This is an optimization exercise on Yosys and OpenROAD, whose aim is small area and a short achievable clock period, not a production implementation.
In this exercise RTL edits were held to simulation tests only and were not proved equivalent to the original.
In every run shown here, the design's own scripts or RTL, not TritonCTS, make the clock network.
No driver is modelled on the clock port, so clock power and skew are understated where the tree is cut down; a real chip needs a root buffer or a tree.
Power figures rest on the tool's default switching activity, not on a simulated workload.

File: flow/flow/run.sh
#!/bin/bash
# Standard layout with two changes:
#  - the clock tree is built by flow/manual_cts.tcl (sourced as the PRE_CTS_TCL
#    hook; it takes the place of TritonCTS): a balanced two-level tree of
#    clkbuf_16, four roots on the clock port, each driving the leaf buffers of
#    one quarter of the core;
#  - timing repair is aimed below the clock period: repair_timing works on
#    every path with less than SETUP_SLACK_MARGIN slack.
set -euo pipefail
bash standard.sh SETUP_SLACK_MARGIN=7.0 PRE_CTS_TCL="$PWD/flow/manual_cts.tcl" finish > standard_flow.log 2>&1
File: flow/flow/manual_cts.tcl
# Hook sourced before clock_tree_synthesis (PRE_CTS_TCL): replaces TritonCTS
# with a two-level clock tree. The clock port drives NROOT root buffers (one
# per region of the core); each root drives the leaf buffers of its region,
# and each leaf buffer drives a cluster of about equal size of nearby flops.
rename clock_tree_synthesis tritoncts_clock_tree_synthesis

proc kws_split {items key n} {
  # split items ({x y ...} lists) into n groups of about equal size by key
  set s [lsort -real -index $key $items]
  set len [llength $s]
  set out {}
  for {set i 0} {$i < $n} {incr i} {
    set a [expr {($i * $len) / $n}]
    set b [expr {(($i + 1) * $len) / $n - 1}]
    lappend out [lrange $s $a $b]
  }
  return $out
}

proc kws_centroid {items} {
  set sx 0.0; set sy 0.0
  foreach it $items { set sx [expr {$sx + [lindex $it 0]}]; set sy [expr {$sy + [lindex $it 1]}] }
  set n [llength $items]
  return [list [expr {int($sx / $n)}] [expr {int($sy / $n)}]]
}

proc clock_tree_synthesis {args} {
  set rx [expr {[info exists ::env(KWS_ROOT_X)] ? $::env(KWS_ROOT_X) : 2}]
  set ry [expr {[info exists ::env(KWS_ROOT_Y)] ? $::env(KWS_ROOT_Y) : 2}]
  set lx [expr {[info exists ::env(KWS_LEAF_X)] ? $::env(KWS_LEAF_X) : 3}]
  set ly [expr {[info exists ::env(KWS_LEAF_Y)] ? $::env(KWS_LEAF_Y) : 5}]
  set root_cell [expr {[info exists ::env(KWS_ROOT_CELL)] ? $::env(KWS_ROOT_CELL) : "sky130_fd_sc_hd__clkbuf_16"}]
  set leaf_cell [expr {[info exists ::env(KWS_LEAF_CELL)] ? $::env(KWS_LEAF_CELL) : "sky130_fd_sc_hd__clkbuf_16"}]
  set db [ord::get_db]
  set block [ord::get_db_block]
  set clk [$block findNet hclk0]
  $clk setSigType CLOCK
  set rmaster [$db findMaster $root_cell]
  set lmaster [$db findMaster $leaf_cell]
  # sinks: every instance pin on the clock net
  set sinks {}
  foreach it [$clk getITerms] {
    set xy [$it getAvgXY]
    if {[lindex $xy 0] == 0} {
      set inst [$it getInst]
      set bb [$inst getBBox]
      set xy [list 1 [expr {([$bb xMin] + [$bb xMax]) / 2}] [expr {([$bb yMin] + [$bb yMax]) / 2}]]
    }
    lappend sinks [list [lindex $xy 1] [lindex $xy 2] $it]
  }
  puts "manual cts: [llength $sinks] sinks, roots ${rx}x${ry}, leaves per root ${lx}x${ly}"
  set r 0; set l 0
  foreach col [kws_split $sinks 0 $rx] {
    foreach region [kws_split $col 1 $ry] {
      set rname "clkroot_$r"
      set rnet [odb::dbNet_create $block "${rname}_net"]
      $rnet setSigType CLOCK
      set leaves {}
      foreach lcol [kws_split $region 0 $lx] {
        foreach cl [kws_split $lcol 1 $ly] {
          if {[llength $cl] == 0} continue
          set c [kws_centroid $cl]
          set lname "clkleaf_$l"
          set linst [odb::dbInst_create $block $lmaster $lname]
          $linst setLocation [lindex $c 0] [lindex $c 1]
          $linst setPlacementStatus PLACED
          set lnet [odb::dbNet_create $block "${lname}_net"]
          $lnet setSigType CLOCK
          foreach s $cl {
            set it [lindex $s 2]
            $it disconnect
            $it connect $lnet
          }
          [$linst findITerm X] connect $lnet
          [$linst findITerm A] connect $rnet
          lappend leaves [list [lindex $c 0] [lindex $c 1]]
          incr l
        }
      }
      set c [kws_centroid $leaves]
      set rinst [odb::dbInst_create $block $rmaster $rname]
      $rinst setLocation [lindex $c 0] [lindex $c 1]
      $rinst setPlacementStatus PLACED
      [$rinst findITerm X] connect $rnet
      [$rinst findITerm A] connect $clk
      incr r
    }
  }
  puts "manual cts: $r roots, $l leaves"
  global_connect
  set_propagated_clock [all_clocks]
}
File: flow/standard.sh
#!/bin/bash
# synth_recipe.tcl (not shown) runs the flow's synth.tcl, then flattens the netlist and writes it again
# the make line also repeats each setting of config.mk as NAME=value (left out here)
make -C /OpenROAD-flow-scripts/flow DESIGN_CONFIG=/design/flow/config.mk WORK_HOME=/design/flow/orfs CLKGATE_MAP_FILE= SYNTH_SCRIPT=/design/flow/synth_recipe.tcl "${@:-finish}"
File: flow/config.mk
export PLATFORM = sky130hd
export DESIGN_NAME = kws_preprocess_top
export DESIGN_NICKNAME = kws_preprocess_top
export VERILOG_FILES = /design/flow/design.v
export SDC_FILE = /design/flow/constraint.sdc
export NUM_CORES = 4
export LEC_CHECK = 0
export CAP_MARGIN = 20
export CORE_MARGIN = 2
export CORE_UTILIZATION = 60
export SLEW_MARGIN = 20
File: flow/constraint.sdc
create_clock -name core_clock -period 10.0 [get_ports {hclk0}]
set_input_delay 2.0000 -clock core_clock [delete_from_list [all_inputs] [get_ports {hclk0}]]
set_output_delay 2.0000 -clock core_clock [all_outputs]
set_load 0.01 [all_outputs]
File: flow/design.v
`timescale 1ns/100ps
package kws_pre_pkg;
  typedef logic [31:0]        word_t;          
  typedef logic signed [15:0] sample_t;        
  typedef logic [11:0]        addr_t;          
  localparam int unsigned n_coef     = 64;     
  localparam int unsigned coef_idx_w = 6;
  localparam int unsigned fifo_depth = 8;      
  localparam int unsigned fifo_ptr_w = 3;      
  localparam int unsigned count_w    = 4;      
  localparam int unsigned shift_w    = 4;
  typedef logic [coef_idx_w-1:0] coef_idx_t;
  typedef logic [count_w-1:0]    count_t;
  localparam addr_t ctrl_addr   = 12'h000;
  localparam addr_t status_addr = 12'h004;
  localparam addr_t data_addr   = 12'h008;     
  localparam addr_t result_addr = 12'h00C;     
  typedef struct packed {
    logic      wr_ctrl;
    logic      wr_data;
    logic      wr_coef;
    logic      rd_ctrl;
    logic      rd_status;
    logic      rd_result;
    coef_idx_t coef_idx;
  } reg_acc_t;
  typedef struct packed {
    logic               enable;
    logic [shift_w-1:0] shift;
    coef_idx_t          frame_len;
  } pre_cfg_t;
  typedef struct packed {
    sample_t value;
    logic    last;    
  } result_t;
endpackage
`timescale 1ns/100ps
module ahb_slave_port (
  input  logic                  hclk0,
  input  logic                  hrst_b0,
  input  logic                  hsel,
  input  logic [11:0]           haddr,
  input  logic [1:0]            htrans,
  input  logic                  hwrite,
  input  logic                  hready_in,
  output kws_pre_pkg::reg_acc_t reg_acc
);
  logic accept;      
  logic wr, rd;
  always_comb begin
    accept = hsel & hready_in & htrans[1];
    wr     = accept & hwrite;
    rd     = accept & ~hwrite;
  end
  always_ff @(posedge hclk0 or negedge hrst_b0) begin
    if (!hrst_b0) begin
      reg_acc.wr_ctrl   <= 1'b0;
      reg_acc.wr_data   <= 1'b0;
      reg_acc.wr_coef   <= 1'b0;
      reg_acc.rd_result <= 1'b0;
    end else begin
      reg_acc.wr_ctrl   <= wr & (haddr == kws_pre_pkg::ctrl_addr);
      reg_acc.wr_data   <= wr & (haddr == kws_pre_pkg::data_addr);
      reg_acc.wr_coef   <= wr & (haddr[11:8] == 4'h1);
      reg_acc.rd_result <= rd & (haddr == kws_pre_pkg::result_addr);
    end
  end
  always_ff @(posedge hclk0) begin
    reg_acc.rd_ctrl   <= rd & (haddr == kws_pre_pkg::ctrl_addr);
    reg_acc.rd_status <= rd & (haddr == kws_pre_pkg::status_addr);
    reg_acc.coef_idx  <= haddr[7:2];
  end
endmodule
`timescale 1ns/100ps
module pre_regs (
  input  logic                   hclk0,
  input  logic                   hrst_b0,
  input  kws_pre_pkg::reg_acc_t  reg_acc,
  input  logic [31:0]            hwdata,
  output kws_pre_pkg::word_t     hrdata,
  output kws_pre_pkg::pre_cfg_t  cfg,
  output logic                   sample_push,
  input  logic                   in_full,
  input  kws_pre_pkg::count_t    in_count,
  output logic                   result_pop,
  input  kws_pre_pkg::result_t   result,
  input  kws_pre_pkg::count_t    out_count,
  input  logic                   out_empty
);
  logic               overflow_q;     
  kws_pre_pkg::word_t rd_word;
  always_comb begin
    sample_push = reg_acc.wr_data & ~in_full;               
    result_pop  = reg_acc.rd_result & ~out_empty;
  end
  always_ff @(posedge hclk0 or negedge hrst_b0) begin
    if (!hrst_b0) begin
      cfg        <= '0;
      overflow_q <= 1'b0;
    end else begin
      if (reg_acc.wr_ctrl) begin
        cfg.enable    <= hwdata[0];
        cfg.shift     <= hwdata[7:4];
        cfg.frame_len <= hwdata[21:16];
      end
      if (reg_acc.wr_data && in_full) begin
        overflow_q <= 1'b1;
      end else if (reg_acc.wr_ctrl && hwdata[1]) begin
        overflow_q <= 1'b0;                                 
      end
    end
  end
  always_comb begin
    rd_word = '0;
    if (reg_acc.rd_ctrl) begin
      rd_word[0]     = cfg.enable;
      rd_word[7:4]   = cfg.shift;
      rd_word[21:16] = cfg.frame_len;
    end
    if (reg_acc.rd_status) begin
      rd_word[3:0]   = in_count;
      rd_word[11:8]  = out_count;
      rd_word[16]    = overflow_q;
    end
    if (reg_acc.rd_result && !out_empty) begin
      rd_word[31]    = 1'b1;
      rd_word[30]    = result.last;
      rd_word[29:0]  = {{14{result.value[15]}}, result.value};    
    end
  end
  always_ff @(posedge hclk0) begin
    hrdata <= rd_word;
  end
endmodule
`timescale 1ns/100ps
module coef_ram (
  input  logic                   hclk0,
  input  logic                   wr_en,
  input  kws_pre_pkg::coef_idx_t wr_index,
  input  kws_pre_pkg::sample_t   wr_value,
  input  logic [7:0]             rd_lo,       
  input  logic [7:0]             rd_hi,       
  output kws_pre_pkg::sample_t   rd_value
);
  kws_pre_pkg::sample_t mem [kws_pre_pkg::n_coef];
  kws_pre_pkg::sample_t grp [8];
  always_ff @(posedge hclk0) begin
    if (wr_en) begin
      mem[wr_index] <= wr_value;
    end
  end
  always_comb begin
    rd_value = '0;
    for (int h = 0; h < 8; h++) begin
      grp[h] = '0;
      for (int l = 0; l < 8; l++) begin
        grp[h] = grp[h] | (mem[8*h+l] & {16{rd_lo[l]}});
      end
      rd_value = rd_value | (grp[h] & {16{rd_hi[h]}});
    end
  end
endmodule
`timescale 1ns/100ps
module stream_fifo #(
  parameter int unsigned width = 16
) (
  input  logic                hclk0,
  input  logic                hrst_b0,
  input  logic                push,
  input  logic [width-1:0]    push_data,
  input  logic                pop,
  output logic [width-1:0]    pop_data,
  output logic                full,
  output logic                empty,
  output kws_pre_pkg::count_t count
);
  logic [width-1:0]                     mem [kws_pre_pkg::fifo_depth];
  logic [kws_pre_pkg::fifo_ptr_w-1:0]   wr_ptr;
  logic [kws_pre_pkg::fifo_ptr_w-1:0]   rd_ptr;
  always_ff @(posedge hclk0 or negedge hrst_b0) begin
    if (!hrst_b0) begin
      wr_ptr <= '0;
      rd_ptr <= '0;
      count  <= '0;
    end else begin
      if (push) begin
        wr_ptr <= wr_ptr + 1'b1;
      end
      if (pop) begin
        rd_ptr <= rd_ptr + 1'b1;
      end
      if (push != pop) begin
        count <= push ? count + 1'b1 : count - 1'b1;
      end
    end
  end
  always_ff @(posedge hclk0) begin
    if (push) begin
      mem[wr_ptr] <= push_data;
    end
  end
  always_comb begin
    pop_data = mem[rd_ptr];
    full     = count[3];                                
    empty    = (count == '0);
  end
endmodule
module result_queue (
  input  logic                 hclk0,
  input  logic                 hrst_b0,
  input  logic                 push,
  input  logic [15:0]          push_value,
  input  logic                 push_fits,
  input  logic                 push_sign,
  input  logic                 push_last,
  input  logic                 pop,
  output kws_pre_pkg::result_t pop_data,
  output logic                 empty,
  output kws_pre_pkg::count_t  count
);
  logic [16:0]          mem [kws_pre_pkg::fifo_depth];    
  logic [2:0]           wr_ptr;
  logic [2:0]           rd_ptr;
  logic                 st_valid;
  logic [2:0]           st_ptr;
  logic [15:0]          st_shifted;
  logic                 st_fits;
  logic                 st_sign;
  logic                 st_last;
  logic [15:0]          st_value;
  logic [16:0]          st_data;
  always_ff @(posedge hclk0 or negedge hrst_b0) begin
    if (!hrst_b0) begin
      wr_ptr   <= '0;
      rd_ptr   <= '0;
      count    <= '0;
      st_valid <= 1'b0;
    end else begin
      st_valid <= push;
      if (push) begin
        wr_ptr <= wr_ptr + 1'b1;
      end
      if (pop) begin
        rd_ptr <= rd_ptr + 1'b1;
      end
      if (push != pop) begin
        count <= push ? count + 1'b1 : count - 1'b1;
      end
    end
  end
  always_comb begin
    if (st_fits) begin
      st_value = st_shifted;
    end else begin
      st_value = st_sign ? 16'h8000 : 16'h7FFF;
    end
    st_data = {st_value, st_last};
  end
  always_ff @(posedge hclk0) begin
    st_shifted <= push_value;
    st_fits    <= push_fits;
    st_sign    <= push_sign;
    st_last    <= push_last;
    st_ptr     <= wr_ptr;
    if (st_valid) begin
      mem[st_ptr] <= st_data;
    end
  end
  always_comb begin
    pop_data = (st_valid && st_ptr == rd_ptr) ? st_data : mem[rd_ptr];
    empty    = (count == '0);
  end
endmodule
`timescale 1ns/100ps
module window_engine (
  input  logic                   hclk0,
  input  logic                   hrst_b0,
  input  kws_pre_pkg::pre_cfg_t  cfg,
  input  kws_pre_pkg::sample_t   in_data,
  input  logic                   in_empty,
  output logic                   in_pop,
  output logic [7:0]             coef_lo,
  output logic [7:0]             coef_hi,
  input  kws_pre_pkg::sample_t   coef_value,
  input  logic                   result_pop,
  output logic                   out_push,
  output logic [15:0]            out_shift_val,
  output logic                   out_fits,
  output logic                   out_sign,
  output logic                   out_last
);
  logic [7:0]             fi_lo;
  logic [7:0]             fi_hi;
  logic                   frame_end;
  kws_pre_pkg::count_t    occupancy;    
  logic                   s1_valid;
  kws_pre_pkg::sample_t   s1_sample;
  logic [7:0]             s1_neg, s1_one, s1_two;
  logic                   s1_last;
  logic [31:0]            pp_sum, pp_carry;
  logic                   s2_valid;
  logic [31:0]            s2_sum, s2_carry;
  logic [3:0]             s2_shift;
  logic                   s2_last;
  logic [31:0]            product;
  logic [15:0]            keep;         
  always_comb begin
    frame_end = fi_lo[cfg.frame_len[2:0]] & fi_hi[cfg.frame_len[5:3]];
    in_pop    = cfg.enable & ~in_empty & ~occupancy[3];
    coef_lo   = fi_lo;
    coef_hi   = fi_hi;
  end
  always_ff @(posedge hclk0 or negedge hrst_b0) begin
    if (!hrst_b0) begin
      fi_lo    <= 8'h01;
      fi_hi    <= 8'h01;
      s1_valid  <= 1'b0;
      s2_valid  <= 1'b0;
      occupancy <= '0;
    end else begin
      if (in_pop != result_pop) begin
        occupancy <= in_pop ? occupancy + 1'b1 : occupancy - 1'b1;
      end
      s1_valid <= in_pop;
      s2_valid <= s1_valid;
      if (!cfg.enable || (in_pop && frame_end)) begin
        fi_lo <= 8'h01;
        fi_hi <= 8'h01;
      end else if (in_pop) begin
        fi_lo <= {fi_lo[6:0], fi_lo[7]};
        if (fi_lo[7]) begin
          fi_hi <= {fi_hi[6:0], fi_hi[7]};
        end
      end
    end
  end
  always_ff @(posedge hclk0) begin
    s1_sample <= in_data;
    for (int i = 0; i < 8; i++) begin
      s1_neg[i] <= coef_value[2*i+1];
      s1_one[i] <= coef_value[2*i] ^ ((i == 0) ? 1'b0 : coef_value[2*i-1]);
      s1_two[i] <= ( coef_value[2*i+1] & ~coef_value[2*i] & ~((i == 0) ? 1'b0 : coef_value[2*i-1])) |
                   (~coef_value[2*i+1] &  coef_value[2*i] &  ((i == 0) ? 1'b0 : coef_value[2*i-1]));
    end
    s1_last   <= frame_end;
    s2_sum    <= pp_sum;
    s2_carry  <= pp_carry;
    s2_shift  <= cfg.shift;
    s2_last   <= s1_last;
  end
  kws_mul_csa u_mul (
    .x       (s1_sample),
    .neg_i   (s1_neg),
    .one_i   (s1_one),
    .two_i   (s1_two),
    .sum_o   (pp_sum),
    .carry_o (pp_carry)
  );
  always_comb begin
    product   = s2_sum + s2_carry;
    out_shift_val = 16'(product[30:0] >> s2_shift);    
    for (int j = 0; j < 16; j++) begin
      keep[j] = (j >= s2_shift) ? (product[15+j] ~^ product[31]) : 1'b1;
    end
    out_push  = s2_valid;
    out_fits  = &keep;                                   
    out_sign  = product[31];
    out_last  = s2_last;
  end
endmodule
module kws_mul_csa (
  input  logic [15:0] x,         
  input  logic [7:0]  neg_i,     
  input  logic [7:0]  one_i,
  input  logic [7:0]  two_i,
  output logic [31:0] sum_o,
  output logic [31:0] carry_o
);
  logic [7:0] neg, one, two;
  logic [16:0] pp0;
  logic [16:0] pp1;
  logic [16:0] pp2;
  logic [16:0] pp3;
  logic [16:0] pp4;
  logic [16:0] pp5;
  logic [16:0] pp6;
  logic [16:0] pp7;
  assign neg[0] = neg_i[0];
  assign one[0] = one_i[0];
  assign two[0] = two_i[0];
  assign pp0[0] = (one[0] & x[0]) ^ neg[0];
  assign pp0[1] = ((one[0] & x[1]) | (two[0] & x[0])) ^ neg[0];
  assign pp0[2] = ((one[0] & x[2]) | (two[0] & x[1])) ^ neg[0];
  assign pp0[3] = ((one[0] & x[3]) | (two[0] & x[2])) ^ neg[0];
  assign pp0[4] = ((one[0] & x[4]) | (two[0] & x[3])) ^ neg[0];
  assign pp0[5] = ((one[0] & x[5]) | (two[0] & x[4])) ^ neg[0];
  assign pp0[6] = ((one[0] & x[6]) | (two[0] & x[5])) ^ neg[0];
  assign pp0[7] = ((one[0] & x[7]) | (two[0] & x[6])) ^ neg[0];
  assign pp0[8] = ((one[0] & x[8]) | (two[0] & x[7])) ^ neg[0];
  assign pp0[9] = ((one[0] & x[9]) | (two[0] & x[8])) ^ neg[0];
  assign pp0[10] = ((one[0] & x[10]) | (two[0] & x[9])) ^ neg[0];
  assign pp0[11] = ((one[0] & x[11]) | (two[0] & x[10])) ^ neg[0];
  assign pp0[12] = ((one[0] & x[12]) | (two[0] & x[11])) ^ neg[0];
  assign pp0[13] = ((one[0] & x[13]) | (two[0] & x[12])) ^ neg[0];
  assign pp0[14] = ((one[0] & x[14]) | (two[0] & x[13])) ^ neg[0];
  assign pp0[15] = ((one[0] & x[15]) | (two[0] & x[14])) ^ neg[0];
  assign pp0[16] = ((one[0] & x[15]) | (two[0] & x[15])) ^ neg[0];
  assign neg[1] = neg_i[1];
  assign one[1] = one_i[1];
  assign two[1] = two_i[1];
  assign pp1[0] = (one[1] & x[0]) ^ neg[1];
  assign pp1[1] = ((one[1] & x[1]) | (two[1] & x[0])) ^ neg[1];
  assign pp1[2] = ((one[1] & x[2]) | (two[1] & x[1])) ^ neg[1];
  assign pp1[3] = ((one[1] & x[3]) | (two[1] & x[2])) ^ neg[1];
  assign pp1[4] = ((one[1] & x[4]) | (two[1] & x[3])) ^ neg[1];
  assign pp1[5] = ((one[1] & x[5]) | (two[1] & x[4])) ^ neg[1];
  assign pp1[6] = ((one[1] & x[6]) | (two[1] & x[5])) ^ neg[1];
  assign pp1[7] = ((one[1] & x[7]) | (two[1] & x[6])) ^ neg[1];
  assign pp1[8] = ((one[1] & x[8]) | (two[1] & x[7])) ^ neg[1];
  assign pp1[9] = ((one[1] & x[9]) | (two[1] & x[8])) ^ neg[1];
  assign pp1[10] = ((one[1] & x[10]) | (two[1] & x[9])) ^ neg[1];
  assign pp1[11] = ((one[1] & x[11]) | (two[1] & x[10])) ^ neg[1];
  assign pp1[12] = ((one[1] & x[12]) | (two[1] & x[11])) ^ neg[1];
  assign pp1[13] = ((one[1] & x[13]) | (two[1] & x[12])) ^ neg[1];
  assign pp1[14] = ((one[1] & x[14]) | (two[1] & x[13])) ^ neg[1];
  assign pp1[15] = ((one[1] & x[15]) | (two[1] & x[14])) ^ neg[1];
  assign pp1[16] = ((one[1] & x[15]) | (two[1] & x[15])) ^ neg[1];
  assign neg[2] = neg_i[2];
  assign one[2] = one_i[2];
  assign two[2] = two_i[2];
  assign pp2[0] = (one[2] & x[0]) ^ neg[2];
  assign pp2[1] = ((one[2] & x[1]) | (two[2] & x[0])) ^ neg[2];
  assign pp2[2] = ((one[2] & x[2]) | (two[2] & x[1])) ^ neg[2];
  assign pp2[3] = ((one[2] & x[3]) | (two[2] & x[2])) ^ neg[2];
  assign pp2[4] = ((one[2] & x[4]) | (two[2] & x[3])) ^ neg[2];
  assign pp2[5] = ((one[2] & x[5]) | (two[2] & x[4])) ^ neg[2];
  assign pp2[6] = ((one[2] & x[6]) | (two[2] & x[5])) ^ neg[2];
  assign pp2[7] = ((one[2] & x[7]) | (two[2] & x[6])) ^ neg[2];
  assign pp2[8] = ((one[2] & x[8]) | (two[2] & x[7])) ^ neg[2];
  assign pp2[9] = ((one[2] & x[9]) | (two[2] & x[8])) ^ neg[2];
  assign pp2[10] = ((one[2] & x[10]) | (two[2] & x[9])) ^ neg[2];
  assign pp2[11] = ((one[2] & x[11]) | (two[2] & x[10])) ^ neg[2];
  assign pp2[12] = ((one[2] & x[12]) | (two[2] & x[11])) ^ neg[2];
  assign pp2[13] = ((one[2] & x[13]) | (two[2] & x[12])) ^ neg[2];
  assign pp2[14] = ((one[2] & x[14]) | (two[2] & x[13])) ^ neg[2];
  assign pp2[15] = ((one[2] & x[15]) | (two[2] & x[14])) ^ neg[2];
  assign pp2[16] = ((one[2] & x[15]) | (two[2] & x[15])) ^ neg[2];
  assign neg[3] = neg_i[3];
  assign one[3] = one_i[3];
  assign two[3] = two_i[3];
  assign pp3[0] = (one[3] & x[0]) ^ neg[3];
  assign pp3[1] = ((one[3] & x[1]) | (two[3] & x[0])) ^ neg[3];
  assign pp3[2] = ((one[3] & x[2]) | (two[3] & x[1])) ^ neg[3];
  assign pp3[3] = ((one[3] & x[3]) | (two[3] & x[2])) ^ neg[3];
  assign pp3[4] = ((one[3] & x[4]) | (two[3] & x[3])) ^ neg[3];
  assign pp3[5] = ((one[3] & x[5]) | (two[3] & x[4])) ^ neg[3];
  assign pp3[6] = ((one[3] & x[6]) | (two[3] & x[5])) ^ neg[3];
  assign pp3[7] = ((one[3] & x[7]) | (two[3] & x[6])) ^ neg[3];
  assign pp3[8] = ((one[3] & x[8]) | (two[3] & x[7])) ^ neg[3];
  assign pp3[9] = ((one[3] & x[9]) | (two[3] & x[8])) ^ neg[3];
  assign pp3[10] = ((one[3] & x[10]) | (two[3] & x[9])) ^ neg[3];
  assign pp3[11] = ((one[3] & x[11]) | (two[3] & x[10])) ^ neg[3];
  assign pp3[12] = ((one[3] & x[12]) | (two[3] & x[11])) ^ neg[3];
  assign pp3[13] = ((one[3] & x[13]) | (two[3] & x[12])) ^ neg[3];
  assign pp3[14] = ((one[3] & x[14]) | (two[3] & x[13])) ^ neg[3];
  assign pp3[15] = ((one[3] & x[15]) | (two[3] & x[14])) ^ neg[3];
  assign pp3[16] = ((one[3] & x[15]) | (two[3] & x[15])) ^ neg[3];
  assign neg[4] = neg_i[4];
  assign one[4] = one_i[4];
  assign two[4] = two_i[4];
  assign pp4[0] = (one[4] & x[0]) ^ neg[4];
  assign pp4[1] = ((one[4] & x[1]) | (two[4] & x[0])) ^ neg[4];
  assign pp4[2] = ((one[4] & x[2]) | (two[4] & x[1])) ^ neg[4];
  assign pp4[3] = ((one[4] & x[3]) | (two[4] & x[2])) ^ neg[4];
  assign pp4[4] = ((one[4] & x[4]) | (two[4] & x[3])) ^ neg[4];
  assign pp4[5] = ((one[4] & x[5]) | (two[4] & x[4])) ^ neg[4];
  assign pp4[6] = ((one[4] & x[6]) | (two[4] & x[5])) ^ neg[4];
  assign pp4[7] = ((one[4] & x[7]) | (two[4] & x[6])) ^ neg[4];
  assign pp4[8] = ((one[4] & x[8]) | (two[4] & x[7])) ^ neg[4];
  assign pp4[9] = ((one[4] & x[9]) | (two[4] & x[8])) ^ neg[4];
  assign pp4[10] = ((one[4] & x[10]) | (two[4] & x[9])) ^ neg[4];
  assign pp4[11] = ((one[4] & x[11]) | (two[4] & x[10])) ^ neg[4];
  assign pp4[12] = ((one[4] & x[12]) | (two[4] & x[11])) ^ neg[4];
  assign pp4[13] = ((one[4] & x[13]) | (two[4] & x[12])) ^ neg[4];
  assign pp4[14] = ((one[4] & x[14]) | (two[4] & x[13])) ^ neg[4];
  assign pp4[15] = ((one[4] & x[15]) | (two[4] & x[14])) ^ neg[4];
  assign pp4[16] = ((one[4] & x[15]) | (two[4] & x[15])) ^ neg[4];
  assign neg[5] = neg_i[5];
  assign one[5] = one_i[5];
  assign two[5] = two_i[5];
  assign pp5[0] = (one[5] & x[0]) ^ neg[5];
  assign pp5[1] = ((one[5] & x[1]) | (two[5] & x[0])) ^ neg[5];
  assign pp5[2] = ((one[5] & x[2]) | (two[5] & x[1])) ^ neg[5];
  assign pp5[3] = ((one[5] & x[3]) | (two[5] & x[2])) ^ neg[5];
  assign pp5[4] = ((one[5] & x[4]) | (two[5] & x[3])) ^ neg[5];
  assign pp5[5] = ((one[5] & x[5]) | (two[5] & x[4])) ^ neg[5];
  assign pp5[6] = ((one[5] & x[6]) | (two[5] & x[5])) ^ neg[5];
  assign pp5[7] = ((one[5] & x[7]) | (two[5] & x[6])) ^ neg[5];
  assign pp5[8] = ((one[5] & x[8]) | (two[5] & x[7])) ^ neg[5];
  assign pp5[9] = ((one[5] & x[9]) | (two[5] & x[8])) ^ neg[5];
  assign pp5[10] = ((one[5] & x[10]) | (two[5] & x[9])) ^ neg[5];
  assign pp5[11] = ((one[5] & x[11]) | (two[5] & x[10])) ^ neg[5];
  assign pp5[12] = ((one[5] & x[12]) | (two[5] & x[11])) ^ neg[5];
  assign pp5[13] = ((one[5] & x[13]) | (two[5] & x[12])) ^ neg[5];
  assign pp5[14] = ((one[5] & x[14]) | (two[5] & x[13])) ^ neg[5];
  assign pp5[15] = ((one[5] & x[15]) | (two[5] & x[14])) ^ neg[5];
  assign pp5[16] = ((one[5] & x[15]) | (two[5] & x[15])) ^ neg[5];
  assign neg[6] = neg_i[6];
  assign one[6] = one_i[6];
  assign two[6] = two_i[6];
  assign pp6[0] = (one[6] & x[0]) ^ neg[6];
  assign pp6[1] = ((one[6] & x[1]) | (two[6] & x[0])) ^ neg[6];
  assign pp6[2] = ((one[6] & x[2]) | (two[6] & x[1])) ^ neg[6];
  assign pp6[3] = ((one[6] & x[3]) | (two[6] & x[2])) ^ neg[6];
  assign pp6[4] = ((one[6] & x[4]) | (two[6] & x[3])) ^ neg[6];
  assign pp6[5] = ((one[6] & x[5]) | (two[6] & x[4])) ^ neg[6];
  assign pp6[6] = ((one[6] & x[6]) | (two[6] & x[5])) ^ neg[6];
  assign pp6[7] = ((one[6] & x[7]) | (two[6] & x[6])) ^ neg[6];
  assign pp6[8] = ((one[6] & x[8]) | (two[6] & x[7])) ^ neg[6];
  assign pp6[9] = ((one[6] & x[9]) | (two[6] & x[8])) ^ neg[6];
  assign pp6[10] = ((one[6] & x[10]) | (two[6] & x[9])) ^ neg[6];
  assign pp6[11] = ((one[6] & x[11]) | (two[6] & x[10])) ^ neg[6];
  assign pp6[12] = ((one[6] & x[12]) | (two[6] & x[11])) ^ neg[6];
  assign pp6[13] = ((one[6] & x[13]) | (two[6] & x[12])) ^ neg[6];
  assign pp6[14] = ((one[6] & x[14]) | (two[6] & x[13])) ^ neg[6];
  assign pp6[15] = ((one[6] & x[15]) | (two[6] & x[14])) ^ neg[6];
  assign pp6[16] = ((one[6] & x[15]) | (two[6] & x[15])) ^ neg[6];
  assign neg[7] = neg_i[7];
  assign one[7] = one_i[7];
  assign two[7] = two_i[7];
  assign pp7[0] = (one[7] & x[0]) ^ neg[7];
  assign pp7[1] = ((one[7] & x[1]) | (two[7] & x[0])) ^ neg[7];
  assign pp7[2] = ((one[7] & x[2]) | (two[7] & x[1])) ^ neg[7];
  assign pp7[3] = ((one[7] & x[3]) | (two[7] & x[2])) ^ neg[7];
  assign pp7[4] = ((one[7] & x[4]) | (two[7] & x[3])) ^ neg[7];
  assign pp7[5] = ((one[7] & x[5]) | (two[7] & x[4])) ^ neg[7];
  assign pp7[6] = ((one[7] & x[6]) | (two[7] & x[5])) ^ neg[7];
  assign pp7[7] = ((one[7] & x[7]) | (two[7] & x[6])) ^ neg[7];
  assign pp7[8] = ((one[7] & x[8]) | (two[7] & x[7])) ^ neg[7];
  assign pp7[9] = ((one[7] & x[9]) | (two[7] & x[8])) ^ neg[7];
  assign pp7[10] = ((one[7] & x[10]) | (two[7] & x[9])) ^ neg[7];
  assign pp7[11] = ((one[7] & x[11]) | (two[7] & x[10])) ^ neg[7];
  assign pp7[12] = ((one[7] & x[12]) | (two[7] & x[11])) ^ neg[7];
  assign pp7[13] = ((one[7] & x[13]) | (two[7] & x[12])) ^ neg[7];
  assign pp7[14] = ((one[7] & x[14]) | (two[7] & x[13])) ^ neg[7];
  assign pp7[15] = ((one[7] & x[15]) | (two[7] & x[14])) ^ neg[7];
  assign pp7[16] = ((one[7] & x[15]) | (two[7] & x[15])) ^ neg[7];
  logic s0, c0;
  assign s0 = pp0[10] ^ pp1[8];
  assign c0 = pp0[10] & pp1[8];
  logic s1, c1;
  assign s1 = pp0[11] ^ pp1[9];
  assign c1 = pp0[11] & pp1[9];
  logic s2, c2;
  assign s2 = pp0[12] ^ pp1[10] ^ pp2[8];
  assign c2 = (pp0[12] & pp1[10]) | (pp0[12] & pp2[8]) | (pp1[10] & pp2[8]);
  logic s3, c3;
  assign s3 = pp3[6] ^ pp4[4];
  assign c3 = pp3[6] & pp4[4];
  logic s4, c4;
  assign s4 = pp0[13] ^ pp1[11] ^ pp2[9];
  assign c4 = (pp0[13] & pp1[11]) | (pp0[13] & pp2[9]) | (pp1[11] & pp2[9]);
  logic s5, c5;
  assign s5 = pp3[7] ^ pp4[5];
  assign c5 = pp3[7] & pp4[5];
  logic s6, c6;
  assign s6 = pp0[14] ^ pp1[12] ^ pp2[10];
  assign c6 = (pp0[14] & pp1[12]) | (pp0[14] & pp2[10]) | (pp1[12] & pp2[10]);
  logic s7, c7;
  assign s7 = pp3[8] ^ pp4[6] ^ pp5[4];
  assign c7 = (pp3[8] & pp4[6]) | (pp3[8] & pp5[4]) | (pp4[6] & pp5[4]);
  logic s8, c8;
  assign s8 = pp6[2] ^ pp7[0];
  assign c8 = pp6[2] & pp7[0];
  logic s9, c9;
  assign s9 = pp0[15] ^ pp1[13] ^ pp2[11];
  assign c9 = (pp0[15] & pp1[13]) | (pp0[15] & pp2[11]) | (pp1[13] & pp2[11]);
  logic s10, c10;
  assign s10 = pp3[9] ^ pp4[7] ^ pp5[5];
  assign c10 = (pp3[9] & pp4[7]) | (pp3[9] & pp5[5]) | (pp4[7] & pp5[5]);
  logic s11, c11;
  assign s11 = pp6[3] ^ pp7[1];
  assign c11 = pp6[3] & pp7[1];
  logic s12, c12;
  assign s12 = pp0[16] ^ pp1[14] ^ pp2[12];
  assign c12 = (pp0[16] & pp1[14]) | (pp0[16] & pp2[12]) | (pp1[14] & pp2[12]);
  logic s13, c13;
  assign s13 = pp3[10] ^ pp4[8] ^ pp5[6];
  assign c13 = (pp3[10] & pp4[8]) | (pp3[10] & pp5[6]) | (pp4[8] & pp5[6]);
  logic s14, c14;
  assign s14 = pp6[4] ^ pp7[2];
  assign c14 = pp6[4] & pp7[2];
  logic s15, c15;
  assign s15 = pp0[16] ^ pp1[15] ^ pp2[13];
  assign c15 = (pp0[16] & pp1[15]) | (pp0[16] & pp2[13]) | (pp1[15] & pp2[13]);
  logic s16, c16;
  assign s16 = pp3[11] ^ pp4[9] ^ pp5[7];
  assign c16 = (pp3[11] & pp4[9]) | (pp3[11] & pp5[7]) | (pp4[9] & pp5[7]);
  logic s17, c17;
  assign s17 = pp6[5] ^ pp7[3];
  assign c17 = pp6[5] & pp7[3];
  logic s18, c18;
  assign s18 = ~pp0[16] ^ ~pp1[16] ^ pp2[14];
  assign c18 = (~pp0[16] & ~pp1[16]) | (~pp0[16] & pp2[14]) | (~pp1[16] & pp2[14]);
  logic s19, c19;
  assign s19 = pp3[12] ^ pp4[10] ^ pp5[8];
  assign c19 = (pp3[12] & pp4[10]) | (pp3[12] & pp5[8]) | (pp4[10] & pp5[8]);
  logic s20, c20;
  assign s20 = pp6[6] ^ pp7[4];
  assign c20 = pp6[6] & pp7[4];
  logic s21, c21;
  assign s21 = 1'b1 ^ pp2[15] ^ pp3[13];
  assign c21 = (1'b1 & pp2[15]) | (1'b1 & pp3[13]) | (pp2[15] & pp3[13]);
  logic s22, c22;
  assign s22 = pp4[11] ^ pp5[9] ^ pp6[7];
  assign c22 = (pp4[11] & pp5[9]) | (pp4[11] & pp6[7]) | (pp5[9] & pp6[7]);
  logic s23, c23;
  assign s23 = ~pp2[16] ^ pp3[14] ^ pp4[12];
  assign c23 = (~pp2[16] & pp3[14]) | (~pp2[16] & pp4[12]) | (pp3[14] & pp4[12]);
  logic s24, c24;
  assign s24 = 1'b1 ^ pp3[15];
  assign c24 = 1'b1 & pp3[15];
  logic s25, c25;
  assign s25 = pp0[6] ^ pp1[4];
  assign c25 = pp0[6] & pp1[4];
  logic s26, c26;
  assign s26 = pp0[7] ^ pp1[5];
  assign c26 = pp0[7] & pp1[5];
  logic s27, c27;
  assign s27 = pp0[8] ^ pp1[6] ^ pp2[4];
  assign c27 = (pp0[8] & pp1[6]) | (pp0[8] & pp2[4]) | (pp1[6] & pp2[4]);
  logic s28, c28;
  assign s28 = pp3[2] ^ pp4[0];
  assign c28 = pp3[2] & pp4[0];
  logic s29, c29;
  assign s29 = pp0[9] ^ pp1[7] ^ pp2[5];
  assign c29 = (pp0[9] & pp1[7]) | (pp0[9] & pp2[5]) | (pp1[7] & pp2[5]);
  logic s30, c30;
  assign s30 = pp3[3] ^ pp4[1];
  assign c30 = pp3[3] & pp4[1];
  logic s31, c31;
  assign s31 = pp2[6] ^ pp3[4] ^ pp4[2];
  assign c31 = (pp2[6] & pp3[4]) | (pp2[6] & pp4[2]) | (pp3[4] & pp4[2]);
  logic s32, c32;
  assign s32 = pp5[0] ^ neg[5] ^ s0;
  assign c32 = (pp5[0] & neg[5]) | (pp5[0] & s0) | (neg[5] & s0);
  logic s33, c33;
  assign s33 = pp2[7] ^ pp3[5] ^ pp4[3];
  assign c33 = (pp2[7] & pp3[5]) | (pp2[7] & pp4[3]) | (pp3[5] & pp4[3]);
  logic s34, c34;
  assign s34 = pp5[1] ^ c0 ^ s1;
  assign c34 = (pp5[1] & c0) | (pp5[1] & s1) | (c0 & s1);
  logic s35, c35;
  assign s35 = pp5[2] ^ pp6[0] ^ neg[6];
  assign c35 = (pp5[2] & pp6[0]) | (pp5[2] & neg[6]) | (pp6[0] & neg[6]);
  logic s36, c36;
  assign s36 = c1 ^ s2 ^ s3;
  assign c36 = (c1 & s2) | (c1 & s3) | (s2 & s3);
  logic s37, c37;
  assign s37 = pp5[3] ^ pp6[1] ^ c2;
  assign c37 = (pp5[3] & pp6[1]) | (pp5[3] & c2) | (pp6[1] & c2);
  logic s38, c38;
  assign s38 = c3 ^ s4 ^ s5;
  assign c38 = (c3 & s4) | (c3 & s5) | (s4 & s5);
  logic s39, c39;
  assign s39 = neg[7] ^ c4 ^ c5;
  assign c39 = (neg[7] & c4) | (neg[7] & c5) | (c4 & c5);
  logic s40, c40;
  assign s40 = s6 ^ s7 ^ s8;
  assign c40 = (s6 & s7) | (s6 & s8) | (s7 & s8);
  logic s41, c41;
  assign s41 = c6 ^ c7 ^ c8;
  assign c41 = (c6 & c7) | (c6 & c8) | (c7 & c8);
  logic s42, c42;
  assign s42 = s9 ^ s10 ^ s11;
  assign c42 = (s9 & s10) | (s9 & s11) | (s10 & s11);
  logic s43, c43;
  assign s43 = c9 ^ c10 ^ c11;
  assign c43 = (c9 & c10) | (c9 & c11) | (c10 & c11);
  logic s44, c44;
  assign s44 = s12 ^ s13 ^ s14;
  assign c44 = (s12 & s13) | (s12 & s14) | (s13 & s14);
  logic s45, c45;
  assign s45 = c12 ^ c13 ^ c14;
  assign c45 = (c12 & c13) | (c12 & c14) | (c13 & c14);
  logic s46, c46;
  assign s46 = s15 ^ s16 ^ s17;
  assign c46 = (s15 & s16) | (s15 & s17) | (s16 & s17);
  logic s47, c47;
  assign s47 = c15 ^ c16 ^ c17;
  assign c47 = (c15 & c16) | (c15 & c17) | (c16 & c17);
  logic s48, c48;
  assign s48 = s18 ^ s19 ^ s20;
  assign c48 = (s18 & s19) | (s18 & s20) | (s19 & s20);
  logic s49, c49;
  assign s49 = pp7[5] ^ c18 ^ c19;
  assign c49 = (pp7[5] & c18) | (pp7[5] & c19) | (c18 & c19);
  logic s50, c50;
  assign s50 = c20 ^ s21 ^ s22;
  assign c50 = (c20 & s21) | (c20 & s22) | (s21 & s22);
  logic s51, c51;
  assign s51 = pp5[10] ^ pp6[8] ^ pp7[6];
  assign c51 = (pp5[10] & pp6[8]) | (pp5[10] & pp7[6]) | (pp6[8] & pp7[6]);
  logic s52, c52;
  assign s52 = c21 ^ c22 ^ s23;
  assign c52 = (c21 & c22) | (c21 & s23) | (c22 & s23);
  logic s53, c53;
  assign s53 = pp4[13] ^ pp5[11] ^ pp6[9];
  assign c53 = (pp4[13] & pp5[11]) | (pp4[13] & pp6[9]) | (pp5[11] & pp6[9]);
  logic s54, c54;
  assign s54 = pp7[7] ^ c23 ^ s24;
  assign c54 = (pp7[7] & c23) | (pp7[7] & s24) | (c23 & s24);
  logic s55, c55;
  assign s55 = ~pp3[16] ^ pp4[14] ^ pp5[12];
  assign c55 = (~pp3[16] & pp4[14]) | (~pp3[16] & pp5[12]) | (pp4[14] & pp5[12]);
  logic s56, c56;
  assign s56 = pp6[10] ^ pp7[8] ^ c24;
  assign c56 = (pp6[10] & pp7[8]) | (pp6[10] & c24) | (pp7[8] & c24);
  logic s57, c57;
  assign s57 = 1'b1 ^ pp4[15] ^ pp5[13];
  assign c57 = (1'b1 & pp4[15]) | (1'b1 & pp5[13]) | (pp4[15] & pp5[13]);
  logic s58, c58;
  assign s58 = pp6[11] ^ pp7[9];
  assign c58 = pp6[11] & pp7[9];
  logic s59, c59;
  assign s59 = ~pp4[16] ^ pp5[14] ^ pp6[12];
  assign c59 = (~pp4[16] & pp5[14]) | (~pp4[16] & pp6[12]) | (pp5[14] & pp6[12]);
  logic s60, c60;
  assign s60 = 1'b1 ^ pp5[15];
  assign c60 = 1'b1 & pp5[15];
  logic s61, c61;
  assign s61 = pp0[4] ^ pp1[2];
  assign c61 = pp0[4] & pp1[2];
  logic s62, c62;
  assign s62 = pp0[5] ^ pp1[3];
  assign c62 = pp0[5] & pp1[3];
  logic s63, c63;
  assign s63 = pp2[2] ^ pp3[0] ^ neg[3];
  assign c63 = (pp2[2] & pp3[0]) | (pp2[2] & neg[3]) | (pp3[0] & neg[3]);
  logic s64, c64;
  assign s64 = pp2[3] ^ pp3[1] ^ c25;
  assign c64 = (pp2[3] & pp3[1]) | (pp2[3] & c25) | (pp3[1] & c25);
  logic s65, c65;
  assign s65 = neg[4] ^ c26 ^ s27;
  assign c65 = (neg[4] & c26) | (neg[4] & s27) | (c26 & s27);
  logic s66, c66;
  assign s66 = c27 ^ c28 ^ s29;
  assign c66 = (c27 & c28) | (c27 & s29) | (c28 & s29);
  logic s67, c67;
  assign s67 = c29 ^ c30 ^ s31;
  assign c67 = (c29 & c30) | (c29 & s31) | (c30 & s31);
  logic s68, c68;
  assign s68 = c31 ^ c32 ^ s33;
  assign c68 = (c31 & c32) | (c31 & s33) | (c32 & s33);
  logic s69, c69;
  assign s69 = c33 ^ c34 ^ s35;
  assign c69 = (c33 & c34) | (c33 & s35) | (c34 & s35);
  logic s70, c70;
  assign s70 = c35 ^ c36 ^ s37;
  assign c70 = (c35 & c36) | (c35 & s37) | (c36 & s37);
  logic s71, c71;
  assign s71 = c37 ^ c38 ^ s39;
  assign c71 = (c37 & c38) | (c37 & s39) | (c38 & s39);
  logic s72, c72;
  assign s72 = c39 ^ c40 ^ s41;
  assign c72 = (c39 & c40) | (c39 & s41) | (c40 & s41);
  logic s73, c73;
  assign s73 = c41 ^ c42 ^ s43;
  assign c73 = (c41 & c42) | (c41 & s43) | (c42 & s43);
  logic s74, c74;
  assign s74 = c43 ^ c44 ^ s45;
  assign c74 = (c43 & c44) | (c43 & s45) | (c44 & s45);
  logic s75, c75;
  assign s75 = c45 ^ c46 ^ s47;
  assign c75 = (c45 & c46) | (c45 & s47) | (c46 & s47);
  logic s76, c76;
  assign s76 = c47 ^ c48 ^ s49;
  assign c76 = (c47 & c48) | (c47 & s49) | (c48 & s49);
  logic s77, c77;
  assign s77 = c49 ^ c50 ^ s51;
  assign c77 = (c49 & c50) | (c49 & s51) | (c50 & s51);
  logic s78, c78;
  assign s78 = c51 ^ c52 ^ s53;
  assign c78 = (c51 & c52) | (c51 & s53) | (c52 & s53);
  logic s79, c79;
  assign s79 = c53 ^ c54 ^ s55;
  assign c79 = (c53 & c54) | (c53 & s55) | (c54 & s55);
  logic s80, c80;
  assign s80 = c55 ^ c56 ^ s57;
  assign c80 = (c55 & c56) | (c55 & s57) | (c56 & s57);
  logic s81, c81;
  assign s81 = pp7[10] ^ c57 ^ c58;
  assign c81 = (pp7[10] & c57) | (pp7[10] & c58) | (c57 & c58);
  logic s82, c82;
  assign s82 = pp6[13] ^ pp7[11] ^ c59;
  assign c82 = (pp6[13] & pp7[11]) | (pp6[13] & c59) | (pp7[11] & c59);
  logic s83, c83;
  assign s83 = ~pp5[16] ^ pp6[14] ^ pp7[12];
  assign c83 = (~pp5[16] & pp6[14]) | (~pp5[16] & pp7[12]) | (pp6[14] & pp7[12]);
  logic s84, c84;
  assign s84 = 1'b1 ^ pp6[15];
  assign c84 = 1'b1 & pp6[15];
  logic s85, c85;
  assign s85 = pp0[2] ^ pp1[0];
  assign c85 = pp0[2] & pp1[0];
  logic s86, c86;
  assign s86 = pp0[3] ^ pp1[1];
  assign c86 = pp0[3] & pp1[1];
  logic s87, c87;
  assign s87 = pp2[0] ^ neg[2] ^ s61;
  assign c87 = (pp2[0] & neg[2]) | (pp2[0] & s61) | (neg[2] & s61);
  logic s88, c88;
  assign s88 = pp2[1] ^ c61 ^ s62;
  assign c88 = (pp2[1] & c61) | (pp2[1] & s62) | (c61 & s62);
  logic s89, c89;
  assign s89 = s25 ^ c62 ^ s63;
  assign c89 = (s25 & c62) | (s25 & s63) | (c62 & s63);
  logic s90, c90;
  assign s90 = s26 ^ c63 ^ s64;
  assign c90 = (s26 & c63) | (s26 & s64) | (c63 & s64);
  logic s91, c91;
  assign s91 = s28 ^ c64 ^ s65;
  assign c91 = (s28 & c64) | (s28 & s65) | (c64 & s65);
  logic s92, c92;
  assign s92 = s30 ^ c65 ^ s66;
  assign c92 = (s30 & c65) | (s30 & s66) | (c65 & s66);
  logic s93, c93;
  assign s93 = s32 ^ c66 ^ s67;
  assign c93 = (s32 & c66) | (s32 & s67) | (c66 & s67);
  logic s94, c94;
  assign s94 = s34 ^ c67 ^ s68;
  assign c94 = (s34 & c67) | (s34 & s68) | (c67 & s68);
  logic s95, c95;
  assign s95 = s36 ^ c68 ^ s69;
  assign c95 = (s36 & c68) | (s36 & s69) | (c68 & s69);
  logic s96, c96;
  assign s96 = s38 ^ c69 ^ s70;
  assign c96 = (s38 & c69) | (s38 & s70) | (c69 & s70);
  logic s97, c97;
  assign s97 = s40 ^ c70 ^ s71;
  assign c97 = (s40 & c70) | (s40 & s71) | (c70 & s71);
  logic s98, c98;
  assign s98 = s42 ^ c71 ^ s72;
  assign c98 = (s42 & c71) | (s42 & s72) | (c71 & s72);
  logic s99, c99;
  assign s99 = s44 ^ c72 ^ s73;
  assign c99 = (s44 & c72) | (s44 & s73) | (c72 & s73);
  logic s100, c100;
  assign s100 = s46 ^ c73 ^ s74;
  assign c100 = (s46 & c73) | (s46 & s74) | (c73 & s74);
  logic s101, c101;
  assign s101 = s48 ^ c74 ^ s75;
  assign c101 = (s48 & c74) | (s48 & s75) | (c74 & s75);
  logic s102, c102;
  assign s102 = s50 ^ c75 ^ s76;
  assign c102 = (s50 & c75) | (s50 & s76) | (c75 & s76);
  logic s103, c103;
  assign s103 = s52 ^ c76 ^ s77;
  assign c103 = (s52 & c76) | (s52 & s77) | (c76 & s77);
  logic s104, c104;
  assign s104 = s54 ^ c77 ^ s78;
  assign c104 = (s54 & c77) | (s54 & s78) | (c77 & s78);
  logic s105, c105;
  assign s105 = s56 ^ c78 ^ s79;
  assign c105 = (s56 & c78) | (s56 & s79) | (c78 & s79);
  logic s106, c106;
  assign s106 = s58 ^ c79 ^ s80;
  assign c106 = (s58 & c79) | (s58 & s80) | (c79 & s80);
  logic s107, c107;
  assign s107 = s59 ^ c80 ^ s81;
  assign c107 = (s59 & c80) | (s59 & s81) | (c80 & s81);
  logic s108, c108;
  assign s108 = s60 ^ c81 ^ s82;
  assign c108 = (s60 & c81) | (s60 & s82) | (c81 & s82);
  logic s109, c109;
  assign s109 = c60 ^ c82 ^ s83;
  assign c109 = (c60 & c82) | (c60 & s83) | (c82 & s83);
  logic s110, c110;
  assign s110 = pp7[13] ^ c83 ^ s84;
  assign c110 = (pp7[13] & c83) | (pp7[13] & s84) | (c83 & s84);
  logic s111, c111;
  assign s111 = ~pp6[16] ^ pp7[14] ^ c84;
  assign c111 = (~pp6[16] & pp7[14]) | (~pp6[16] & c84) | (pp7[14] & c84);
  logic s112, c112;
  assign s112 = 1'b1 ^ pp7[15];
  assign c112 = 1'b1 & pp7[15];
  assign sum_o[0] = pp0[0];
  assign carry_o[0] = neg[0];
  assign sum_o[1] = pp0[1];
  assign carry_o[1] = 1'b0;
  assign sum_o[2] = neg[1];
  assign carry_o[2] = s85;
  assign sum_o[3] = c85;
  assign carry_o[3] = s86;
  assign sum_o[4] = c86;
  assign carry_o[4] = s87;
  assign sum_o[5] = c87;
  assign carry_o[5] = s88;
  assign sum_o[6] = c88;
  assign carry_o[6] = s89;
  assign sum_o[7] = c89;
  assign carry_o[7] = s90;
  assign sum_o[8] = c90;
  assign carry_o[8] = s91;
  assign sum_o[9] = c91;
  assign carry_o[9] = s92;
  assign sum_o[10] = c92;
  assign carry_o[10] = s93;
  assign sum_o[11] = c93;
  assign carry_o[11] = s94;
  assign sum_o[12] = c94;
  assign carry_o[12] = s95;
  assign sum_o[13] = c95;
  assign carry_o[13] = s96;
  assign sum_o[14] = c96;
  assign carry_o[14] = s97;
  assign sum_o[15] = c97;
  assign carry_o[15] = s98;
  assign sum_o[16] = c98;
  assign carry_o[16] = s99;
  assign sum_o[17] = c99;
  assign carry_o[17] = s100;
  assign sum_o[18] = c100;
  assign carry_o[18] = s101;
  assign sum_o[19] = c101;
  assign carry_o[19] = s102;
  assign sum_o[20] = c102;
  assign carry_o[20] = s103;
  assign sum_o[21] = c103;
  assign carry_o[21] = s104;
  assign sum_o[22] = c104;
  assign carry_o[22] = s105;
  assign sum_o[23] = c105;
  assign carry_o[23] = s106;
  assign sum_o[24] = c106;
  assign carry_o[24] = s107;
  assign sum_o[25] = c107;
  assign carry_o[25] = s108;
  assign sum_o[26] = c108;
  assign carry_o[26] = s109;
  assign sum_o[27] = c109;
  assign carry_o[27] = s110;
  assign sum_o[28] = c110;
  assign carry_o[28] = s111;
  assign sum_o[29] = c111;
  assign carry_o[29] = s112;
  assign sum_o[30] = ~pp7[16];
  assign carry_o[30] = c112;
  assign sum_o[31] = 1'b1;
  assign carry_o[31] = 1'b0;
endmodule
`timescale 1ns/100ps
module kws_preprocess_top (
  input  logic                  hclk0,
  input  logic                  hrst_b0,
  input  logic                  hsel,
  input  logic [11:0]           haddr,
  input  logic [1:0]            htrans,
  input  logic                  hwrite,
  input  logic [31:0]           hwdata,
  input  logic                  hready_in,
  output logic [31:0]           hrdata
);
  kws_pre_pkg::reg_acc_t  reg_acc;
  kws_pre_pkg::pre_cfg_t  cfg;
  logic                   sample_push;
  logic                   in_full;
  logic                   in_empty;
  kws_pre_pkg::count_t    in_count;
  logic                   in_pop;
  kws_pre_pkg::sample_t   in_data;
  logic [7:0]             coef_lo;
  logic [7:0]             coef_hi;
  kws_pre_pkg::sample_t   coef_value;
  logic                   out_push;
  logic [15:0]            out_shift_val;
  logic                   out_fits;
  logic                   out_sign;
  logic                   out_last;
  logic                   result_pop;
  kws_pre_pkg::result_t   result;
  kws_pre_pkg::count_t    out_count;
  logic                   out_empty;
  ahb_slave_port u_port (
    .hclk0     (hclk0),
    .hrst_b0   (hrst_b0),
    .hsel      (hsel),
    .haddr     (haddr),
    .htrans    (htrans),
    .hwrite    (hwrite),
    .hready_in (hready_in),
    .reg_acc   (reg_acc)
  );
  pre_regs u_regs (
    .hclk0       (hclk0),
    .hrst_b0     (hrst_b0),
    .reg_acc     (reg_acc),
    .hwdata      (hwdata),
    .hrdata      (hrdata),
    .cfg         (cfg),
    .sample_push (sample_push),
    .in_full     (in_full),
    .in_count    (in_count),
    .result_pop  (result_pop),
    .result      (result),
    .out_count   (out_count),
    .out_empty   (out_empty)
  );
  coef_ram u_coef (
    .hclk0    (hclk0),
    .wr_en    (reg_acc.wr_coef),
    .wr_index (reg_acc.coef_idx),
    .wr_value (hwdata[15:0]),
    .rd_lo    (coef_lo),
    .rd_hi    (coef_hi),
    .rd_value (coef_value)
  );
  stream_fifo #(.width(16)) u_in_fifo (
    .hclk0     (hclk0),
    .hrst_b0   (hrst_b0),
    .push      (sample_push),
    .push_data (hwdata[15:0]),
    .pop       (in_pop),
    .pop_data  (in_data),
    .full      (in_full),
    .empty     (in_empty),
    .count     (in_count)
  );
  window_engine u_engine (
    .hclk0      (hclk0),
    .hrst_b0    (hrst_b0),
    .cfg        (cfg),
    .in_data    (in_data),
    .in_empty   (in_empty),
    .in_pop     (in_pop),
    .coef_lo    (coef_lo),
    .coef_hi    (coef_hi),
    .coef_value (coef_value),
    .result_pop (result_pop),
    .out_push   (out_push),
    .out_shift_val (out_shift_val),
    .out_fits   (out_fits),
    .out_sign   (out_sign),
    .out_last   (out_last)
  );
  result_queue u_out_fifo (
    .hclk0     (hclk0),
    .hrst_b0   (hrst_b0),
    .push       (out_push),
    .push_value (out_shift_val),
    .push_fits  (out_fits),
    .push_sign  (out_sign),
    .push_last  (out_last),
    .pop       (result_pop),
    .pop_data  (result),
    .empty     (out_empty),
    .count     (out_count)
  );
endmodule
==> results.ini, run 1 <==
[status]
status = complete, no violations

[setup_path]
cp_num_buf_inv = 2
cpLargestDelayFamily = flip-flops
worstPathMaxFanout = 4
critPathLaunchType = flip-flop
reg2reg_depth = 9
path_depth = 2
endpoint_kind = output port
crit_path_top_delay_cell = dfxtp_4
max_stage_delay_ns = 0.37
path_class = reg -> out
critPathRequiredTime_ns = 8.00
crit_chain = buf_6 -> buf_6
reg2reg_from = u_engine.s2_carry[21]
critPathMostFrequentCell = buf_6
cp.arrival_ns = 1.09
startpoint = u_regs.hrdata[29]

[sta]
max_slew_margin_pct = 20.2
worstMarginPinSlew_ns = 1.20
fin_skew_ns = 0.0399
rsz0062_at_grt = true
slew_viol_final = 0
max_freq_mhz = 324
setup_violations = 0
finalSetupTns_ns = 0
finalHoldViolCount = 0
min_period_ns = 3.09
fin_crit_sh_pct = 30.9

[placement]
dp.cells = 5172
dpl.hpwl_um = 92400
gp_congestion = 0.842
io_buffers = 71

[worst_hold_path]
hold_depth = 0
min_from = u_engine.s1_last
worst_hold_path_type = reg -> reg

[synthesis]
synthTopCellsByArea = edfxtp_1 63%, a22oi_1 8.3%, dfxtp_1 5.2%
yosys_warnings = 7
seq_area_frac_synth_pct = 70.5
netlist.area_leader.share_pct = 62.8
synth_nets = 4081
synth_edf_count = 1288
netlist.top_cell.by_area = edfxtp_1
synth-seq-cells = 1508
synthArstFlopShare_pct = 3.91
synth_ff_type = edfxtp_1
synth.avg_cell_area_um2 = 15.9
netlist_area_um2 = 61500
yosysMostFrequentCell = edfxtp_1
yosysUniqueCellTypes = 79
syn_inst = 3881
synthTopCellsByCount = 1288 x edfxtp_1, 677 x a22oi_1, 209 x clkbuf_1

[cells_and_area]
final_layout_size_suffix_gt1_share_pct = 17.0
fillers = 7061
layoutNonFillerInstCount = 5317
multi_input_area_um2 = 17400
nets = 4150
regArea_um2 = 43600
synthToLayoutAreaGrowth_pct = 9.14

[drt]
first_iter_violations = 4818
num_vias = 35800
met3WireLength_um = 15400
dr_wl_met2_um = 75100
wl_met1_um = 67600
drt_wl_total_um = 163000
drt_first_pass_iters = 8
post_drt_wl_per_cell_um = 30.6
ant_nets = 0
vias_per_cell = 6.73
highest_layer = met4
route.detailed.drc = 0

[grt]
grt_first_pass_wirelength_um = 229000
grt_max_degree = 105
gr-total-overflow = 0
grt_antenna_before_repair = 5
track_usage_pct = 29.9
first_global_vias = 34400

[floorplan]
initial_core_util_pct = 60.5
die_y_um = 324
core_area_um2 = 102000
ioPinCount = 83
rows = 117
die-area_um2 = 105000
die_w_um = 324

[cts]
clkLatencyLatePin_ns = 0.50
clk_pin_slew_ns = 0.10
ctsHoldBuffers = 0

[power]
vdd_ir_drop_max_uv = 182
p_leak_uw = 0.0219
finalPower_uw = 9830
p_per_area_nw_per_um2 = 146

[job]
cap_violations = 0

## per-stage QoR
step / instance area (um2) / setup WS, ns / util [%] / hold WS (ns)
finish: 67200 / 6.91 / 66.0 / 0.359
global route: 67200 / 6.88 / 66.0 / 0.362
CTS: 66300 / 6.89 / 65.2 / 0.359
detailed placement: 63900 / 6.34 / 62.8 / 0.339
global placement: 63900 / 6.37 / 62.8 / 0.339
floorplan: 61600 / 7.00 / - / 0.310
## power by group
part	switching (uW)	total, uW	internal, uW
Clock	1730	2870	1140
Sequential	6.65	6800	6800
Combinational	127	165	38.1
## kinds of logic (layout without fill, tap and decap cells)
logic type                 after synthesis  in the layout  synth area share [%]
AOI/OAI and AO/OA                      958            958                  11.4
other                                    0              1                     0
xor gates and xnor gates               197            197                  2.84
DFF                                   1508           1508                  70.5
buffers and inverters                  391            458                  2.48
and+or+nand+nor                        493            493                  4.03
muxes                                  185            185                  4.70
adders and majority gates              149            149                  4.10
## cell type report
class                      instances  area share (%)
timing repair buffer             289            3.67
antenna                            1         0.00373
tap                             1368            2.55
multi-input combinational       1982            26.0
sequential                      1508            64.8
inverter                         105           0.596
buffer                            64            2.38
## layout by cell type, fill, tap and decap left out, types with 31 or more instances in the layout
| cell | count |
|---|---|
| inv_1 | 99 |
| mux2i_1 | 66 |
| buf_4 | 184 |
| edfxtp_1 | 1288 |
| mux2_2 | 40 |
| nor2_1 | 127 |
| fa_1 | 84 |
| nand2_1 | 114 |
| xnor2_1 | 109 |
| dfxtp_1 | 106 |
| nand3_1 | 33 |
| a21oi_1 | 56 |
| xor2_1 | 73 |
| dfxtp_4 | 31 |
| ha_1 | 35 |
| nand4_1 | 131 |
| mux4_2 | 79 |
| dfrtp_1 | 48 |
| buf_2 | 39 |
| o21ai_0 | 54 |
| a22oi_1 | 651 |
| clkbuf_16 | 65 |
## flip-flops by register name, indices dropped and copies added, names as in the netlist, 11 cells and up
name and count:
u_coef.mem 1024, u_engine.s1_sample 16, u_engine.s2_carry 30, u_engine.s2_sum 31, u_in_fifo.mem 128, u_out_fifo.mem 136
u_out_fifo.st_shifted 16, u_port.reg_acc 12, u_regs.cfg 11, u_regs.hrdata 24
## path summary, 6_finish.rpt
check                                            end  slack (ns)
setup / recovery                          hrdata[22]        6.91
hold / removal                      u_engine.s2_last        0.36
setup reg to reg           u_out_fifo.st_shifted[15]        7.01
hold reg to reg                     u_engine.s2_last        0.36
max in group asynchronous          u_engine.fi_lo[7]        7.59
min in group asynchronous        u_in_fifo.rd_ptr[1]        1.71
## what timing repair did
action	in CTS	in global routing
resized for setup	311	92
buffers inserted	30	49
pin swaps	23	32
endpoints found under the hold margin	0	0
gates cloned	0	1
endpoints found under the setup margin	111	61
## metal layers
layer  GRT usage [%]  up-vias
met5               0        -
met3            3.49      231
li1                -    15300
met4            6.47        0
met2            47.8     1882
met1            44.8    18400
==> run 2, diff against run 1 <==
--- a/flow/config.mk
+++ b/flow/config.mk
@@ -9,3 +9,3 @@
 export CORE_MARGIN = 2
-export CORE_UTILIZATION = 60
+export CORE_UTILIZATION = 66
 export SLEW_MARGIN = 20
==> results.ini, run 2 <==
[sta]
max_slew_margin_pct = 14.9  ; -5.4 points
max_freq_mhz = 322  ; -0.60%
min_period_ns = 3.11  ; +0.0187 ns
worstMarginPinSlew_ns = 1.28  ; +0.0803 ns
setup_violations = 0  ; unchanged
rsz0062_at_grt = true
finalSetupTns_ns = 0  ; unchanged
fin_crit_sh_pct = 31.1  ; +0.19 points
slew_viol_final = 0  ; unchanged
finalHoldViolCount = 0  ; unchanged
fin_skew_ns = 0.0358  ; -0.00414 ns

[setup_path]
crit_path_top_delay_cell = dfxtp_4
worstPathMaxFanout = 4  ; unchanged
r2r-end = u_engine.s1_two[1]
r2r_slack_ns = 7.01  ; about the same
path_class = reg -> out
crit_chain = buf_6 -> buf_6
cp_num_buf_inv = 2  ; unchanged
reg2reg_from = u_engine.fi_lo[1]
reg2reg_depth = 8  ; -1
critPathRequiredTime_ns = 8.00  ; about the same
crit_end = hrdata[28]
max_stage_delay_ns = 0.37  ; about the same
critPathMostFrequentCell = buf_6
path_depth = 2  ; unchanged
cpLargestDelayFamily = flip-flops
startpoint = u_regs.hrdata[29]
critPathLaunchType = flip-flop
endpoint_kind = output port
cp.arrival_ns = 1.11  ; +0.02 ns

[cts]
ctsHoldBuffers = 0  ; unchanged
clk_pin_slew_ns = 0.10  ; about the same
clkLatencyLatePin_ns = 0.50  ; about the same

[placement]
dpl.hpwl_um = 90600  ; -2.0%
gp_congestion = 0.861  ; +2.2%
io_buffers = 71  ; unchanged

[synthesis]
synthArstFlopShare_pct = 3.91  ; unchanged
synthTopCellsByArea = edfxtp_1 63%, a22oi_1 8.3%, dfxtp_1 5.2%
synth_xor_area_share_pct = 2.84  ; unchanged
synth_ff_type = edfxtp_1
netlist.top_cell.by_area = edfxtp_1
synth-seq-cells = 1508  ; unchanged
synth_nets = 4081  ; unchanged
yosysMostFrequentCell = edfxtp_1
synthMuxAreaShare_pct = 4.70  ; unchanged
seq_area_frac_synth_pct = 70.5  ; unchanged
synth_edf_count = 1288  ; unchanged
synthAdderAreaFrac_pct = 4.10  ; unchanged
yosysUniqueCellTypes = 79  ; unchanged
synth_top_family_by_area = compound AO/OA/AOI/OAI gates
netlist_area_um2 = 61500  ; unchanged
yosys_warnings = 7  ; unchanged
synth-compound-area-share_pct = 11.4  ; unchanged
netlist.area_leader.share_pct = 62.8  ; unchanged
syn_inst = 3881  ; unchanged
synth.avg_cell_area_um2 = 15.9  ; unchanged
synthTopCellsByCount = 1288 x edfxtp_1, 677 x a22oi_1, 209 x clkbuf_1
synth-simple-area-share_pct = 4.03  ; unchanged

[drt]
drt_wl_total_um = 158000  ; -2.8%
drt_first_pass_iters = 6  ; -2
route.detailed.drc = 0  ; unchanged
post_drt_wl_per_cell_um = 30.4  ; -0.47%
ant_nets = 0  ; unchanged
num_vias = 36000  ; +0.55%
vias_per_cell = 6.93  ; +2.9%
first_iter_violations = 5501  ; +14%

[cells_and_area]
final_layout_size_suffix_gt1_share_pct = 17.1  ; +0.090 points
reg_top3 = u_coef.mem: 1024 flops, u_out_fifo.mem: 136 flops, u_in_fifo.mem: 128 flops
antenna_cells_inserted = 0  ; -1
regMostFlops = u_coef.mem
synthToLayoutAreaGrowth_pct = 8.79
layout_commonest_cell = edfxtp_1
nets = 4141  ; -0.22%
final_cell_mix = 1288 x edfxtp_1, 660 x a22oi_1, 182 x buf_4
largest_reg_flops = 1024  ; unchanged

[power]
finalPower_uw = 9820  ; -0.11%
p_clk_share_pct = 29.1  ; about the same
power.switching_uw = 1850  ; -0.55%
p_comb_share_pct = 1.7  ; about the same
internal-power_uw = 7970  ; about the same
swShare_pct = 18.8  ; -0.084 points
p_per_area_nw_per_um2 = 147  ; +0.22%
seqPwrFrac_pct = 69.2  ; about the same
p_leak_uw = 0.0218  ; -0.20%
vdd_ir_drop_max_uv = 180  ; -1.2%

[floorplan]
die_w_um = 309  ; -4.6%
core_area_um2 = 92900  ; -8.7%
rows = 112  ; -4.3%
die-area_um2 = 95700  ; -9.0%
ioPinCount = 83  ; unchanged
initial_core_util_pct = 66.2  ; +5.8 points
die_y_um = 309  ; -4.6%

[worst_hold_path]
worst_hold_path_type = reg -> reg

[job]
cap_violations = 0  ; unchanged

[status]
status = complete, no violations

[grt]
first_global_vias = 34800  ; +1.3%
grt_max_degree = 91  ; -13%
gr-total-overflow = 0  ; unchanged
track_usage_pct = 32.2  ; +2.3 points
grt_antenna_before_repair = 2  ; -3
grt_first_pass_wirelength_um = 227000  ; -1.2%

## run 2: cell types whose count changed in the layout (fill, tap and decap cells not counted), sizes merged
cell      delta
clkinvlp     +1
buf          -9
diode        -1
clkinv       -2
inv          +1
## run 2: power groups by stage
stage / Combinational (uW) / Clock [uW] / Sequential (uW)
final: 166 / 2850 / 6800
after CTS: 158 / 2870 / 6800
after detailed placement: 153 / 0 / 6950
after floorplan: 38.2 / 0 / 6950
after global placement: 145 / 0 / 6950
after global routing: 177 / 3080 / 6800
## run 2: layout make-up
type	instances	area, um2
Multi-Input combinational cell	1982	17500
Inverter	105	405
Timing Repair Buffer	280	2330
Sequential cell	1508	43600
Fill cell	5845	26000
Buffer	64	1600
Tap cell	1254	1570
## run 2: what timing repair did
action | CTS | global route
pin swaps | 32 | 51
gates resized for setup | 304 | 103
endpoints found under the setup margin | 97 | 59
setup buffers | 26 | 52
## run 2: per-stage QoR
| stage | instances | area (um2) | hold WS, ns | util (%) | worst slack (ns) |
|---|---|---|---|---|---|
| after floorplan | 3881 | 61600 | 0.310 | - | 7.00 |
| after global placement | 5051 | 63700 | 0.337 | 68.6 | 6.25 |
| after detailed placement | 5051 | 63700 | 0.334 | 68.6 | 6.24 |
| after CTS | 5141 | 66100 | 0.355 | 71.1 | 6.89 |
| after global routing | 5193 | 67000 | 0.364 | 72.1 | 6.87 |
| final | 5193 | 67000 | 0.359 | 72.1 | 6.89 |
## run 2: routing by layer
layer	global-route usage, %	routed length, um	vias to the layer above	part of all wire, %
li1	-	-	15300	-
met3	4.16	16600	254	10
met4	8.82	4780	4	3.0
met1	48.4	62900	18200	40
met2	50.7	73800	2221	47
met5	0	42	-	0.027
## run 2: how the worst min path moves through the flow
stage	startpoint	endpoint	slack (ns)	depth (start not counted)
6_report	u_engine.s1_last	u_engine.s2_last	0.36	0
5_1_grt	u_engine.s1_last	u_engine.s2_last	0.36	0
4_1_cts	u_engine.s1_last	u_engine.s2_last	0.35	0
3_5_place_dp	u_engine.s1_last	u_engine.s2_last	0.33	0
3_3_place_gp	u_engine.s1_last	u_engine.s2_last	0.34	0
2_1_floorplan	u_engine.s1_last	u_engine.s2_last	0.31	0
## run 2: cells by family (layout without fill, tap and decap cells)
group / after synthesis / count (layout)
XOR/XNOR: 197 / 197
buffers and inverters: 391 / 449
AND/OR/NAND/NOR: 493 / 493
adder cells (fa/ha/maj): 149 / 149
flip-flops: 1508 / 1508
multiplexers: 185 / 185
AO/OA/AOI/OAI: 958 / 958
